Source: an optimization exercise on an open RTL-to-GDS flow (aim: small area, a short achievable clock period and few clock cycles per item). Production flows keep margins and buffers that such runs may drop. Only simulation tests tie the RTL to the original design; equivalence was not proved. Power figures rest on the tool's default switching activity, not on a simulated workload.

**flow/design.v**
```verilog
package nhm_pkg;
   localparam int unsigned SLOTS_DEF = 16;
   localparam logic [1:0] OP_HEARTBEAT = 2'd0;
   localparam logic [1:0] OP_SILENCE   = 2'd1;
   localparam logic [1:0] OP_QUERY     = 2'd2;
   localparam logic [1:0] OP_RESERVED  = 2'd3;
   localparam logic [2:0] KIND_QUERY     = 3'd0;
   localparam logic [2:0] KIND_ONLINE    = 3'd1;
   localparam logic [2:0] KIND_RECOVERED = 3'd5;
   localparam logic [2:0] KIND_REBOOT    = 3'd6;
   localparam logic [2:0] KIND_SILENT    = 3'd7;
   localparam logic [2:0] CSR_HIBERNATE = 3'd0;
   localparam logic [2:0] CSR_CRITICAL  = 3'd1;
   localparam logic [2:0] CSR_WARNING   = 3'd2;
   localparam logic [2:0] CSR_HYST      = 3'd3;
   localparam logic [2:0] CSR_RB_LIMIT  = 3'd4;
   localparam logic [2:0] CSR_RB_WINDOW = 3'd5;
   localparam logic [2:0] CSR_SILENCE   = 3'd6;
   localparam logic [15:0] HIBERNATE_RST = 16'd330;
   localparam logic [15:0] CRITICAL_RST  = 16'd340;
   localparam logic [15:0] WARNING_RST   = 16'd360;
   localparam logic [15:0] HYST_RST      = 16'd10;
   localparam logic [15:0] RB_LIMIT_RST  = 16'd5;
   localparam logic [31:0] RB_WINDOW_RST = 32'd86400000;
   localparam logic [31:0] SILENCE_RST   = 32'd600000;
   localparam logic [2:0] CS_HIB       = 3'd0;
   localparam logic [2:0] CS_CRIT      = 3'd1;
   localparam logic [2:0] CS_WARN      = 3'd2;
   localparam logic [2:0] CS_WARN_UP   = 3'd3;
   localparam logic [2:0] CS_CRIT_UP   = 3'd4;
   localparam logic [2:0] CS_WINDOW    = 3'd5;
   localparam logic [2:0] CS_REBOOT    = 3'd6;
   localparam logic [2:0] CS_SILENCE   = 3'd7;
   typedef struct packed {
      logic [15:0] hibernate;
      logic [15:0] critical;
      logic [15:0] warning;
      logic [15:0] hyst;
      logic [15:0] rb_limit;
      logic [31:0] rb_window;
      logic [31:0] silence;
   } cfg_type;
   typedef struct packed {
      logic [31:0] node;
      logic [31:0] heard;
      logic [1:0]  level;
      logic        silent;
      logic        seen;
      logic [31:0] win_start;
      logic [15:0] rb_base;
      logic        anom;
   } entry_type;
   typedef enum logic [2:0] {
      ST_IDLE,
      ST_SCAN_RD,
      ST_SCAN_CMP,
      ST_FETCH,
      ST_CMP,
      ST_EVAL,
      ST_EMIT
   } state_type;
endpackage
module nhm_cmp #(
   parameter int W  = 32,
   parameter bit GE = 1'b0      
)(
   input  logic [W-1:0] a,
   input  logic [W-1:0] b,
   input  logic [W-1:0] lim,
   output logic         gt,
   output logic         br      
);
   function automatic logic carry1(input logic [W-1:0] x, input logic [W-1:0] y);
      logic [W-1:0] g, p;
      logic [W-1:0] gn, pn;
      g = x & y;
      p = x | y;
      for (int s = 1; s < W; s = s * 2) begin
         gn = g; pn = p;
         for (int i = 0; i < W; i++) begin
            if ((i / s) % 2 == 1) begin
               gn[i] = g[i] | (p[i] & g[(i / s) * s - 1]);
               pn[i] = p[i] & p[(i / s) * s - 1];
            end
         end
         g = gn; p = pn;
      end
      carry1 = g[W-1] | p[W-1];
   endfunction
   logic [W-1:0] nb, nl, xs, ys, ysh;
   logic         cw, sw, sw1;
   assign nb = ~b;
   assign nl = ~lim;
   assign xs = a ^ nb ^ nl;
   assign ys = (a & nb) | (a & nl) | (nb & nl);
   assign ysh = {ys[W-2:0], GE ? 1'b1 : 1'b0};
   assign br  = !carry1(a, nb);          
   assign cw  = carry1(xs, ysh);         
   assign sw  = ys[W-1] ^ cw;
   assign sw1 = ys[W-1] & cw;
   assign gt  = sw1 | (br & sw);
endmodule
module nhm_lt #(
   parameter int W = 16
)(
   input  logic [W-1:0] a,
   input  logic [W-1:0] b,
   output logic         lt
);
   function automatic logic carry1(input logic [W-1:0] x, input logic [W-1:0] y);
      logic [W-1:0] g, p;
      logic [W-1:0] gn, pn;
      g = x & y;
      p = x | y;
      for (int s = 1; s < W; s = s * 2) begin
         gn = g; pn = p;
         for (int i = 0; i < W; i++) begin
            if ((i / s) % 2 == 1) begin
               gn[i] = g[i] | (p[i] & g[(i / s) * s - 1]);
               pn[i] = p[i] & p[(i / s) * s - 1];
            end
         end
         g = gn; p = pn;
      end
      carry1 = g[W-1] | p[W-1];
   endfunction
   assign lt = !carry1(a, ~b);
endmodule
import nhm_pkg::*;
module node_health_monitor_table_core #(
   parameter int unsigned SLOTS = SLOTS_DEF
)(
   input  logic        clock,
   input  logic        reset,
   input  logic        req_valid,
   output logic        req_ready,
   input  logic [1:0]  req_opcode,
   input  logic [31:0] req_node_id,
   input  logic [15:0] req_battery_cv,
   input  logic [15:0] req_reboot_total,
   input  logic [31:0] req_now_ms,
   output logic        rsp_valid,
   input  logic        rsp_ready,
   output logic [2:0]  rsp_alert_kind,
   output logic [31:0] rsp_alert_node,
   output logic [15:0] rsp_alert_arg,
   output logic [31:0] rsp_alert_time_ms,
   output logic [31:0] rsp_heard_ms,
   output logic        rsp_last_of_run,
   input  logic        csr_wen,
   input  logic [2:0]  csr_index,
   input  logic [31:0] csr_wdata
);
   localparam int unsigned CW = $clog2(SLOTS + 1);
   nhm_pkg::cfg_type cfg_ff;
   always_ff @(posedge clock) begin
      if (reset) begin
         cfg_ff <= {HIBERNATE_RST, CRITICAL_RST, WARNING_RST, HYST_RST,
                    RB_LIMIT_RST, RB_WINDOW_RST, SILENCE_RST};
      end else if (csr_wen) begin
         unique case (csr_index)
            CSR_HIBERNATE: cfg_ff.hibernate <= csr_wdata[15:0];
            CSR_CRITICAL:  cfg_ff.critical  <= csr_wdata[15:0];
            CSR_WARNING:   cfg_ff.warning   <= csr_wdata[15:0];
            CSR_HYST:      cfg_ff.hyst      <= csr_wdata[15:0];
            CSR_RB_LIMIT:  cfg_ff.rb_limit  <= csr_wdata[15:0];
            CSR_RB_WINDOW: cfg_ff.rb_window <= csr_wdata;
            CSR_SILENCE:   cfg_ff.silence   <= csr_wdata;
            default: ;
         endcase
      end
   end
   logic [31:0] m_node  [SLOTS];
   logic [31:0] m_heard [SLOTS];
   logic [1:0]  m_level [SLOTS];
   logic        m_silent[SLOTS];
   logic [31:0] m_wstart[SLOTS];
   logic [15:0] m_rbase [SLOTS];
   logic        m_anom  [SLOTS];
   logic [CW-1:0] used_ff;             
   logic        s_v;
   logic [1:0]  s_op;
   logic [31:0] s_id;
   logic [15:0] s_cv;
   logic [15:0] s_rb;
   logic [31:0] s_now;
   logic [1:0]  s_lvl;
   logic        s_warn_up, s_crit_up;
   logic [SLOTS-1:0] s_hit;
   logic        s_found;
   logic [31:0] s_heard, s_wstart;
   logic [15:0] s_rbase;
   logic [1:0]  s_level;
   logic        s_silent, s_anom;
   logic        stall, s_go, s_claim, s_wr;
   logic [SLOTS-1:0] s_wsel;
   logic [31:0] n_heard, n_wstart;
   logic [15:0] n_rbase;
   logic [1:0]  n_level;
   logic        n_silent, n_anom;
   logic accept, in_v, fwd, same;
   logic [SLOTS-1:0] cam, in_hit;
   logic [31:0] r_heard, r_wstart;
   logic [15:0] r_rbase;
   logic [1:0]  r_level;
   logic        r_silent, r_anom;
   logic        lt_hib, lt_crit, lt_warn, ge_wu, ge_cu, br_w, br_c;
   assign accept = req_valid && req_ready;
   assign in_v   = accept && req_node_id != 32'd0 && req_opcode != OP_RESERVED;
   always_comb begin
      for (int i = 0; i < SLOTS; i++) begin
         cam[i] = (CW'(i) < used_ff) && (m_node[i] == req_node_id);
      end
   end
   assign same   = s_wr && (s_id == req_node_id);
   assign fwd    = same && s_claim;
   assign in_hit = fwd ? s_wsel : cam;
   always_comb begin
      r_heard = '0; r_wstart = '0; r_rbase = '0; r_level = '0; r_silent = 1'b0; r_anom = 1'b0;
      for (int i = 0; i < SLOTS; i++) begin
         r_heard  = r_heard  | ({32{cam[i]}} & m_heard[i]);
         r_wstart = r_wstart | ({32{cam[i]}} & m_wstart[i]);
         r_rbase  = r_rbase  | ({16{cam[i]}} & m_rbase[i]);
         r_level  = r_level  | ({2{cam[i]}}  & m_level[i]);
         r_silent = r_silent | (cam[i] & m_silent[i]);
         r_anom   = r_anom   | (cam[i] & m_anom[i]);
      end
      if (same) begin
         r_heard  = n_heard;
         r_wstart = n_wstart;
         r_rbase  = n_rbase;
         r_level  = n_level;
         r_silent = n_silent;
         r_anom   = n_anom;
      end
   end
   nhm_lt #(.W(16)) u_hib  (.a(req_battery_cv), .b(cfg_ff.hibernate), .lt(lt_hib));
   nhm_lt #(.W(16)) u_crit (.a(req_battery_cv), .b(cfg_ff.critical),  .lt(lt_crit));
   nhm_lt #(.W(16)) u_warn (.a(req_battery_cv), .b(cfg_ff.warning),   .lt(lt_warn));
   nhm_cmp #(.W(16), .GE(1'b1)) u_wu (.a(req_battery_cv), .b(cfg_ff.warning),
                                      .lim(cfg_ff.hyst), .gt(ge_wu), .br(br_w));
   nhm_cmp #(.W(16), .GE(1'b1)) u_cu (.a(req_battery_cv), .b(cfg_ff.critical),
                                      .lim(cfg_ff.hyst), .gt(ge_cu), .br(br_c));
   always_ff @(posedge clock) begin
      if (reset) begin
         s_v <= 1'b0;
      end else if (!stall) begin
         s_v <= in_v;
      end
      if (accept) begin
         s_op      <= req_opcode;
         s_id      <= req_node_id;
         s_cv      <= req_battery_cv;
         s_rb      <= req_reboot_total;
         s_now     <= req_now_ms;
         s_lvl     <= lt_hib ? 2'd3 : lt_crit ? 2'd2 : lt_warn ? 2'd1 : 2'd0;
         s_warn_up <= ge_wu && !br_w;
         s_crit_up <= ge_cu && !br_c;
         s_hit     <= in_hit;
         s_found   <= |in_hit;
         s_heard   <= r_heard;
         s_wstart  <= r_wstart;
         s_rbase   <= r_rbase;
         s_level   <= r_level;
         s_silent  <= r_silent;
         s_anom    <= r_anom;
      end
   end
   logic full, win_gt, sil_gt, rb_gt, nc0, nc1, nc2;
   assign full    = used_ff == CW'(SLOTS);
   assign s_go    = s_v && !stall;
   assign s_claim = s_go && s_op == OP_HEARTBEAT && !s_found && !full;
   always_comb begin
      for (int i = 0; i < SLOTS; i++) begin
         s_wsel[i] = s_hit[i] | (!s_found && used_ff == CW'(i));
      end
   end
   nhm_cmp #(.W(32)) u_win (.a(s_now), .b(s_wstart), .lim(cfg_ff.rb_window), .gt(win_gt), .br(nc0));
   nhm_cmp #(.W(32)) u_sil (.a(s_now), .b(s_heard),  .lim(cfg_ff.silence),   .gt(sil_gt), .br(nc1));
   nhm_cmp #(.W(16)) u_rb  (.a(s_rb),  .b(s_rbase),  .lim(cfg_ff.rb_limit),  .gt(rb_gt),  .br(nc2));
   logic       do_hb, do_sil, do_qry;
   logic [1:0] lvl0;
   logic       ev_on, ev_rb;
   logic [2:0] ev_lk;
   logic       restart;
   always_comb begin
      do_hb  = s_go && s_op == OP_HEARTBEAT && (s_found || !full);
      do_qry = s_go && s_op == OP_QUERY;
      do_sil = s_go && s_op == OP_SILENCE && s_found && !s_silent && sil_gt;
      ev_on  = s_found && s_silent;
      lvl0   = s_found ? s_level : s_lvl;
      n_level = lvl0;
      ev_lk  = 3'd0;
      if (s_lvl > lvl0) begin
         n_level = s_lvl;
         ev_lk   = 3'd1 + {1'b0, s_lvl};
      end else if (lvl0 != 2'd0) begin
         if (s_warn_up) begin
            n_level = 2'd0;
            ev_lk   = KIND_RECOVERED;
         end else if (lvl0 >= 2'd2 && s_crit_up) begin
            n_level = lvl0 - 2'd1;
         end
      end
      restart = win_gt || s_rbase == 16'd0;
      ev_rb   = !restart && rb_gt && !s_anom;
      n_anom  = !restart && (s_anom || rb_gt);
      n_heard  = s_now;
      n_silent = do_sil;
      n_wstart = restart ? s_now : s_wstart;
      n_rbase  = restart ? s_rb  : s_rbase;
      if (!do_hb) begin
         n_heard = s_heard;
         n_level = s_level;
         n_anom  = s_anom;
         n_wstart = s_wstart;
         n_rbase  = s_rbase;
      end
      s_wr = do_hb || do_sil;
   end
   always_ff @(posedge clock) begin
      for (int i = 0; i < SLOTS; i++) begin
         if (s_wsel[i] && s_claim) begin
            m_node[i] <= s_id;
         end
         if (s_wsel[i] && do_hb) begin
            m_heard[i] <= s_now;
            m_level[i] <= n_level;
            m_anom[i]  <= n_anom;
         end
         if (s_wsel[i] && s_wr) begin
            m_silent[i] <= do_sil;
         end
         if (s_wsel[i] && do_hb && restart) begin
            m_wstart[i] <= s_now;
            m_rbase[i]  <= s_rb;
         end
      end
   end
   always_ff @(posedge clock) begin
      if (reset) begin
         used_ff <= '0;
      end else if (s_claim) begin
         used_ff <= used_ff + CW'(1);
      end
   end
   typedef struct packed {
      logic [31:0] node;
      logic [31:0] at;
      logic [31:0] data;      
      logic        q;
      logic        on;
      logic [2:0]  lk;
      logic        rb;
      logic        sl;
   } rec_type;
   rec_type n_rec, t_ff, h_ff, h_in;
   logic    t_v, h_v;
   logic [2:0]  k_ff, k_in;
   logic [15:0] a_ff, a_in;
   logic        l_ff, l_in;
   logic push, pop, beat, h_load, t_load;
   always_comb begin
      n_rec.node = s_id;
      n_rec.at   = s_now;
      n_rec.data = do_qry ? s_heard : {s_cv, s_rb};
      n_rec.q    = do_qry;
      n_rec.on   = do_hb && ev_on;
      n_rec.lk   = do_hb ? ev_lk : 3'd0;
      n_rec.rb   = do_hb && ev_rb;
      n_rec.sl   = do_sil;
   end
   assign push = do_qry || do_sil || (do_hb && (ev_on || ev_lk != 3'd0 || ev_rb));
   assign rsp_valid = h_v;
   assign beat      = h_v && rsp_ready;
   assign pop       = beat && l_ff;
   assign stall     = s_v && t_v && !pop;
   assign h_load = !h_v || pop;
   assign h_in   = t_v ? t_ff : n_rec;
   function automatic logic [20:0] first_beat(input rec_type r);
      logic [2:0]  k;
      logic [15:0] a;
      logic        l;
      k = r.on ? KIND_ONLINE : (r.lk != 3'd0) ? r.lk : r.rb ? KIND_REBOOT :
          r.sl ? KIND_SILENT : KIND_QUERY;
      a = r.on ? 16'd0 : (r.lk != 3'd0) ? r.data[31:16] : r.rb ? r.data[15:0] : 16'd0;
      l = ({1'b0, r.on} + {1'b0, r.lk != 3'd0} + {1'b0, r.rb}) <= 2'd1;
      first_beat = {k, a, l};
   endfunction
   rec_type h_rest;
   always_comb begin
      h_rest = h_ff;
      if (h_ff.on)              h_rest.on = 1'b0;
      else if (h_ff.lk != 3'd0) h_rest.lk = 3'd0;
      else                      h_rest.rb = 1'b0;
      if (h_load) begin
         {k_in, a_in, l_in} = first_beat(h_in);
      end else begin
         {k_in, a_in, l_in} = first_beat(h_rest);
      end
   end
   always_ff @(posedge clock) begin
      if (h_load) begin
         h_ff <= h_in;
         k_ff <= k_in;
         a_ff <= a_in;
         l_ff <= l_in;
      end else if (beat) begin
         h_ff <= h_rest;
         k_ff <= k_in;
         a_ff <= a_in;
         l_ff <= l_in;
      end
      if (t_load) begin
         t_ff <= n_rec;
      end
   end
   assign t_load = push && !(h_load && !t_v);
   always_ff @(posedge clock) begin
      if (reset) begin
         h_v       <= 1'b0;
         t_v       <= 1'b0;
         req_ready <= 1'b0;
      end else begin
         h_v <= h_v ? !(pop && !t_v && !push) : (t_v || push);
         t_v <= t_v ? !(pop && !push) : (push && h_v && !pop);
         req_ready <= !(stall ? s_v : in_v) ||
                      !(t_v ? !(pop && !push) : (push && h_v && !pop));
      end
   end
   assign rsp_alert_kind    = k_ff;
   assign rsp_alert_node    = h_ff.node;
   assign rsp_alert_arg     = a_ff;
   assign rsp_alert_time_ms = h_ff.at;
   assign rsp_heard_ms      = h_ff.q ? h_ff.data : 32'd0;
   assign rsp_last_of_run   = l_ff;
endmodule
```
**flow/run.sh**
```bash
#!/bin/bash
# synth_recipe.tcl (not shown) runs the flow's synth.tcl, then flattens the netlist and writes it again
# the make line also repeats each setting of config.mk as NAME=value (left out here)
make -C /OpenROAD-flow-scripts/flow DESIGN_CONFIG=/design/flow/config.mk WORK_HOME=/design/flow/orfs CLKGATE_MAP_FILE= SYNTH_SCRIPT=/design/flow/synth_recipe.tcl finish
```
**flow/config.mk**
```make
export PLATFORM = sky130hd
export DESIGN_NAME = node_health_monitor_table_core
export DESIGN_NICKNAME = node_health_monitor_table_core
export VERILOG_FILES = /design/flow/design.v
export SDC_FILE = /design/flow/constraint.sdc
export NUM_CORES = 4
export LEC_CHECK = 0
export CAP_MARGIN = 20
export CORE_MARGIN = 2
export CORE_UTILIZATION = 40
export SLEW_MARGIN = 20
```
**flow/constraint.sdc**
```tcl
create_clock -name core_clock -period 8.0 [get_ports {clock}]
set_input_delay 1.6000 -clock core_clock [delete_from_list [all_inputs] [get_ports {clock}]]
set_output_delay 1.6000 -clock core_clock [all_outputs]
set_load 0.01 [all_outputs]
```
==> notes.md, run 1 <==
number of CTS-inserted buffers=231; clk sink count=2438; setup total negative slack=0 ns; LEAKAGE=39.0 nW; pin count of the biggest net entering global routing=109; total wire length after detailed routing=341000 um; global-route total usage across every layer=26.0%; number of antenna violations at the first check in global routing=37; TritonRoute pass-1 iters=6; global route total overflow=0; sort of element at the end of the critical path=register; cell type with the highest occurrence count on the critical path=maj3_1; average size of a mapped cell=15.1 um2; Final Non-Filler Cells=10700; post-CTS sizing=0; most frequently used flop master after synthesis=edfxtp_1; setup clock skew after layout=0.0931 ns; WL per Instance=32.0 um; number of cells produced by synthesis=6712; Final period util=85.5%; global-route wire length before repair=474000 um; CTS Hold Bufs=0; number of H-tree branching levels=4; fmax=0.146 GHz; Tightest Pin Transition=1.20 ns; number of vias after detailed routing=63000; critical-path cell with the highest stage delay=nor2_4; number of top-level pins=256; number of distinct library cells after synthesis=83; die height=508 um; area taken by multi-input logic gates=27300 um2; FF-to-FF setup slack=1.16 ns; worst min path class=reg2reg; summed instance area of the synthesized netlist=102000 um2; die footprint=258000 um2; total half-perimeter wirelength after legalization and detailed placement=214000 um; Site Rows=185; number of DRC violations after detailed-routing iteration 0=9724; Placed Cells incl. Taps=10200; fraction of final layout cells sized beyond drive strength 1=10.5%; worst hold stages=2; total power=26.4 mW; Buf/Inv on CP=2; Arrival @ worst endpoint=7.41 ns; share of synthesized registers carrying an async set or reset=0%; top cell family by delay on the critical path=simple AND/OR/NAND/NOR gates; sequential cell area=71700 um2; clock period minus final worst setup slack=6.84 ns; number of register bits inferred by synthesis=2438; horizontal die dimension=508 um; CP startpoint kind=register; antenna-violating nets left=0; number of warnings reported in the yosys synthesis log=12; number of global-route vias before repair=60300; fin util=46.2%; number of pins exceeding their max-slew limit in the final report=0; count of final hold-check violations=0; number of nets in the layout=7577; remaining routing DRC violations=0; cell area after placement=109000 um2; type of the worst setup path=reg2reg; Post-Syn Nets=7197; clock insertion delay at the later pin of the skew report=0.93 ns; power per cell area=225 nW/um2; peak ir drop on the vdd network=198 uV; Non-Filler Cell Area, Final=117000 um2; maximum fanout along the worst path=23; critical path cell sequence=inv_1 > fa_1 > maj3_1 > maj3_1 > maj3_1 > o21ai_0 > a21oi_1 > o221ai_1 > a2bb2oi_1 > o21ai_0 > ha_1 > nor3b_1 > nand4_1 > a221oi_1 > nand2b_1 > nand2b_2 > nor2_4 > buf_4; clock tree from TritonCTS=done; core footprint=253000 um2; count of port buffers added during placement=255; initial core utilization=40.1%; required time at the worst-slack endpoint=8.57 ns; max-cap violation count=0; number of buffers added for setup after CTS=0; clock slew seen by the registers of the worst setup and hold paths=0.07 ns; sequential cell area fraction in the yosys report=70.6%; clock tree root buffer cell=clkbuf_16; largest incremental delay on the critical path=1.07 ns; Routability Congestion=0.945; number of cells traversed by the worst register-to-register path=18; setup repair after global routing missed its margin=false; total of endpoints with negative setup slack in the final report=0; logic depth of the worst path, buffers included=18; number of fill cells=21800; Bufs on Longest Clock Path=3; DR vias/cell=5.91; Slew Limit Headroom=19.6%; outcome=timing/DRC/antenna clean; relative area change from synthesis to final layout=15.2%; number of enable flip-flop cells after synthesis=2285
cell families (layout without fill, tap and decap cells):
| group | Yosys count | count (layout) | synth area share [%] |
|---|---|---|---|
| and+or+nand+nor | 1343 | 1343 | 6.41 |
| AOI/OAI and AO/OA | 1181 | 1181 | 8.25 |
| muxes | 120 | 120 | 1.41 |
| buffers and inverters | 698 | 1278 | 3.17 |
| other | 0 | 14 | 0 |
| adders and majority gates | 384 | 384 | 5.47 |
| xor gates and xnor gates | 548 | 548 | 4.72 |
| DFF | 2438 | 2438 | 70.6 |
flip-flops by register name, summed over array words and instances (netlist names), 32 cells and up:
name / cells
cfg_ff: 144
m_wstart: 512
m_rbase: 256
s_wstart: 32
m_node: 512
m_level: 32
m_heard: 512
s_id: 32
h_ff: 103
t_ff: 103
s_heard: 32
s_now: 32
metrics by stage:
step | setup WS [ns] | hold WS [ns]
after floorplan | 0.370 | 0.432
after global placement | 0.817 | 0.441
after detailed placement | 1.21 | 0.444
after CTS | 1.18 | 0.453
after global routing | 0.852 | 0.482
final | 1.16 | 0.452
worst paths after layout:
check                                               from                        to
worst max-delay path                  s_now[0]$_DFFE_PP_   m_rbase[4][5]$_DFFE_PP_
worst min-delay path            cfg_ff[128]$_SDFFE_PP0P_  cfg_ff[128]$_SDFFE_PP0P_
worst max register to register        s_now[0]$_DFFE_PP_   m_rbase[4][5]$_DFFE_PP_
worst min register to register  cfg_ff[128]$_SDFFE_PP0P_  cfg_ff[128]$_SDFFE_PP0P_
power by group:
| group | total [mW] | switching (mW) | internal, mW |
|---|---|---|---|
| logic | 1.27 | 0.864 | 0.405 |
| clock network | 11.0 | 4.92 | 6.04 |
| registers | 14.1 | 0.102 | 14.0 |
| total | 26.4 | 5.89 | 20.5 |
cell usage in the layout, fill, tap and decap left out, types with 26 or more instances in the layout:
cell type and instances:
clkinv_1 44, and2_1 39, xnor2_1 145, ha_1 235, nor2_4 48, xor2_1 403, mux2i_1 77, o21ai_0 81
dfxtp_1 152, inv_1 300, a222oi_1 108, nor4_1 124, nand3_1 111, maj3_1 34, nor3_1 95, clkbuf_1 58
a22oi_1 363, clkbuf_16 232, nand3b_1 27, nand4_1 145, mux2_2 26, a21oi_1 312, edfxtp_1 2285, nor2_1 165
clkdlybuf4s50_1 254, a221oi_1 80, buf_4 255, clkinv_2 47, nand2_1 493, a22o_1 67, buf_12 31, fa_1 112
Yosys cell counts (27+ instances only):
master	number	area, um2
ha_1	235	2940
buf_2	173	866
fa_1	112	2240
a221oi_1	80	701
buf_4	83	623
dfxtp_1	153	3060
xnor2_1	145	1270
nor4_1	125	782
nand3_1	111	556
clkbuf_1	111	417
edfxtp_1	2285	68600
xor2_1	403	3530
a22oi_1	363	2730
a21oi_1	314	1570
nand4_1	145	907
a222oi_1	108	1080
nand3b_1	27	203
inv_1	301	1130
mux2i_1	77	771
nor3_1	98	490
o21ai_0	83	415
nor2_1	218	818
and2_1	40	250
maj3_1	34	340
nand2_1	493	1850
a22o_1	67	587
area by class of cell:
type / count / area share [%]
Timing Repair Buffer: 541 / 4.34
Multi-Input combinational cell: 3576 / 23.3
Clock buffer: 293 / 5.18
Antenna cell: 14 / 0.0299
Sequential cell: 2438 / 61.3
Clock inverter: 140 / 1.26
Inverter: 304 / 0.982
Tap cell: 3366 / 3.60
metal layers:
| layer | track usage (%) | up-vias | routed length [um] |
|---|---|---|---|
| li1 | - | 26200 | - |
| met1 | 37.7 | 32300 | 140000 |
| met2 | 38.6 | 4122 | 149000 |
| met3 | 6.55 | 465 | 42000 |
| met4 | 7.13 | 16 | 9850 |
| met5 | 0 | - | 106 |
worst min-delay path, cell delays in order, from the launching register on:
cell     delay [ns]
dfxtp_1        0.30
nand2_1        0.05
a21oi_1        0.05
Testbench counts, summed over its fixed seeds: cycles 2,662, items 2,560.
==> inputs of run 2 (changes only) <==
--- a/flow/config.mk
+++ b/flow/config.mk
@@ -8,4 +8,5 @@
 export CAP_MARGIN = 20
 export CORE_MARGIN = 2
 export CORE_UTILIZATION = 40
+export SETUP_SLACK_MARGIN = 3
 export SLEW_MARGIN = 20
==> run 2 against run 1 <==
  * Still clean
  * Core utilization increased by 1.9 points
  * Combinational power increased by 6%
  * Maximum frequency grew 25%
  * Critical endpoint is now t_ff[68]$_DFFE_PP_
  * Highest routed layer unchanged
==> notes.md, run 2 <==
CTS Hold Bufs=0; count of port buffers added during placement=255; initial core utilization=40.1%; Tightest Pin Transition=1.33 ns; count of final hold-check violations=0; most used standard cells in the synthesized netlist=edfxtp_1, nand2_1, xor2_1, a22oi_1, a21oi_1; most common cell after layout, fill and taps aside=edfxtp_1; global-route wire length before repair=487000 um; number of cells produced by synthesis=6712; clock period minus final worst setup slack=5.46 ns; average size of a mapped cell=15.1 um2; CP startpoint kind=register; Slew Limit Headroom=9.95%; Final period util=68.3%; horizontal die dimension=508 um; Bufs on Longest Clock Path=3; die height=508 um; outcome=timing/DRC/antenna clean; total of endpoints with negative setup slack in the final report=0; power per cell area=220 nW/um2; clk sink count=2438; highest-count cells in the layout ignoring fill and taps=edfxtp_1, nand2_1, xor2_1; antenna-violating nets left=0; most frequent cell after synthesis=edfxtp_1; most frequently used flop master after synthesis=edfxtp_1; sort of element at the end of the critical path=register; sequential cell area fraction in the yosys report=70.6%; leading area contributor after synthesis=edfxtp_1; peak ir drop on the vdd network=200 uV; clock tree from TritonCTS=done; number of CTS-inserted buffers=236; number of fill cells=21300; area fraction of the dominant cell type after synthesis=67.5%; global route total overflow=0; core footprint=253000 um2; fraction of final layout cells sized beyond drive strength 1=15.3%; required time at the worst-slack endpoint=8.60 ns; number of register bits inferred by synthesis=2438; type of the worst setup path=reg2reg; maximum fanout along the worst path=7; number of distinct library cells after synthesis=83; cell types with the largest area share after synthesis=edfxtp_1, xor2_1, dfxtp_1; fin util=48.1%; relative area change from synthesis to final layout=19.9%; global-route total usage across every layer=26.9%; total wire length after detailed routing=355000 um; number of warnings reported in the yosys synthesis log=12; Post-Syn Nets=7197; FF-to-FF Start=s_rb[6]$_DFFE_PP_; worst min path class=reg2reg; Worst setup startpoint=s_rb[6]$_DFFE_PP_; DR vias/cell=5.94; number of enable flip-flop cells after synthesis=2285; WL per Instance=32.8 um; worst hold start=cfg_ff[141]$_SDFFE_PP0P_; number of nets in the layout=7727; setup repair after global routing missed its margin=true; setup total negative slack=0 ns; clock slew seen by the registers of the worst setup and hold paths=0.06 ns; number of H-tree branching levels=4; Arrival @ worst endpoint=6.06 ns; LEAKAGE=40.8 nW; remaining routing DRC violations=0; number of DRC violations after detailed-routing iteration 0=10200; number of pins exceeding their max-slew limit in the final report=0; number of top-level pins=256; number of global-route vias before repair=60800; clock insertion delay at the later pin of the skew report=0.93 ns; Site Rows=185; total half-perimeter wirelength after legalization and detailed placement=209000 um; Routability Congestion=0.911; setup clock skew after layout=0.0712 ns; TritonRoute pass-1 iters=9; pin count of the biggest net entering global routing=87; clock tree root buffer cell=clkbuf_16; number of antenna violations at the first check in global routing=42; max-cap violation count=0; Largest regs=m_heard: 512 flops, m_node: 512 flops, m_wstart: 512 flops; share of synthesized registers carrying an async set or reset=0%; summed instance area of the synthesized netlist=102000 um2; fmax=0.183 GHz; die footprint=258000 um2; number of vias after detailed routing=64300
## run 2: changes by cell type in the layout (fill, tap and decap cells not counted), sizes merged
cell	delta
clkinvlp	+8
bufbuf	+1
clkbuf	+7
bufinv	+6
clkinv	+10
dlymetal6s2s	+2
inv	-8
and2	+1
buf	+130
clkdlybuf4s50	-3
dlygate4sd2	+1
## run 2: final timing paths
check,depth (start not counted),end,slack [ns]
worst max-delay path,23,t_ff[68]$_DFFE_PP_,2.54
worst min-delay path,2,cfg_ff[141]$_SDFFE_PP0P_,0.45
worst max register to register,23,t_ff[68]$_DFFE_PP_,2.54
worst min register to register,2,cfg_ff[141]$_SDFFE_PP0P_,0.45
## run 2: power breakdown
group          leakage, nW  internal (mW)  switching [mW]
Sequential            22.2           14.0          0.0968
Combinational         14.9          0.450           0.898
Clock                 3.80           6.33            5.01
## run 2: cell families (layout without fill, tap and decap cells)
logic type	count (synthesis)	after routing	synth area share, %
AO/OA/AOI/OAI	1181	1181	8.25
multiplexers	120	120	1.41
XOR/XNOR	548	548	4.72
flip-flops	2438	2438	70.6
adder cells (fa/ha/maj)	384	384	5.47
AND/OR/NAND/NOR	1343	1344	6.41
other	0	14	0
buffers and inverters	698	1432	3.17
## run 2: repair_timing
item / in CTS / in global routing
buffers inserted: 85 / 37
pin swaps: 70 / 83
hold endpoints to repair: 0 / 0
gates resized for setup: 253 / 210
cloned: 38 / 17
setup endpoints to repair: 1111 / 1077
## run 2: area by class of cell
class	instances	area, um2	area share (%)
sequential	2438	71700	58.8
multi-input combinational	3577	28700	23.6
timing repair buffer	685	8110	6.66
clock buffer	287	6130	5.03
tap	3366	4210	3.46
clock inverter	156	1730	1.42
inverter	304	1200	0.982
antenna	14	35.0	0.0288
## run 2: metal layers
layer / vias to the layer above / track usage [%] / part of all wire (%)
met4: 30 / 9.08 / 3.6
met5: - / 0 / 0.051
met1: 32800 / 38.0 / 39
met2: 4385 / 40.7 / 44
met3: 601 / 6.45 / 13
li1: 26500 / - / -
## run 2: per-stage QoR
stage / instances / setup slack, ns / instance area [um2] / total power, mW / hold WS [ns]
6_report: 10800 / 2.54 / 122000 / 26.8 / 0.455
3_3_place_gp: 10200 / 1.69 / 109000 / 15.6 / 0.441
3_5_place_dp: 10200 / 1.57 / 109000 / 15.6 / 0.447
2_1_floorplan: 6712 / 1.67 / 102000 / 15.0 / 0.432
5_1_grt: 10800 / 2.36 / 122000 / 27.4 / 0.475
4_1_cts: 10800 / 2.58 / 120000 / 26.8 / 0.456
## run 2: worst max-delay path, stage by stage (launching register included)
cell and delay (ns):
edfxtp_1 0.45, inv_2 0.12, fa_1 0.45, a21oi_1 0.15
nor2_1 0.07, or2_1 0.24, a2111oi_4 0.37, nor3_2 0.09
maj3_2 0.31, maj3_2 0.29, a22o_1 0.20, maj3_2 0.30
a21oi_2 0.14, ha_2 0.21, nor3_2 0.06, and3_4 0.18
a211oi_4 0.23, nand3_4 0.18, buf_6 0.18, o311a_4 0.32
nor2_4 0.18, buf_6 0.15, buf_12 0.11, buf_16 0.12

-- what the ideal ports hide --
The results above use ideal ports. As a check the final layouts listed here were re-extracted and re-timed, cells and wires unchanged.
Step 1 assumes that a clkbuf_16 drives the clock port and a buf_2 every other input.
Step 2, shift: input delay + t, output delay - t, t = (earliest + latest rising clock arrival at the registers) / 2. This alone moves slack from input paths to output paths.
Slacks: no drivers / after step 1 / after step 2; pairs: no drivers / after step 1.
run	t, ns	setup slack, ns	hold WS [ns]	worst setup path after step 2	cell pins on the clock port's net
run 1	0.986	1.160 / 1.160 / 1.160	0.452 / 0.452 / 0.452	register to register	1
run 2	0.998	2.540 / 2.540 / 1.802	0.455 / 0.455 / 0.455	input to register	1
After both steps setup and hold are still met in every run listed. The setup slack of run 2, which loses most, moves by 0.000 ns with the drivers and by -0.738 ns with both steps.
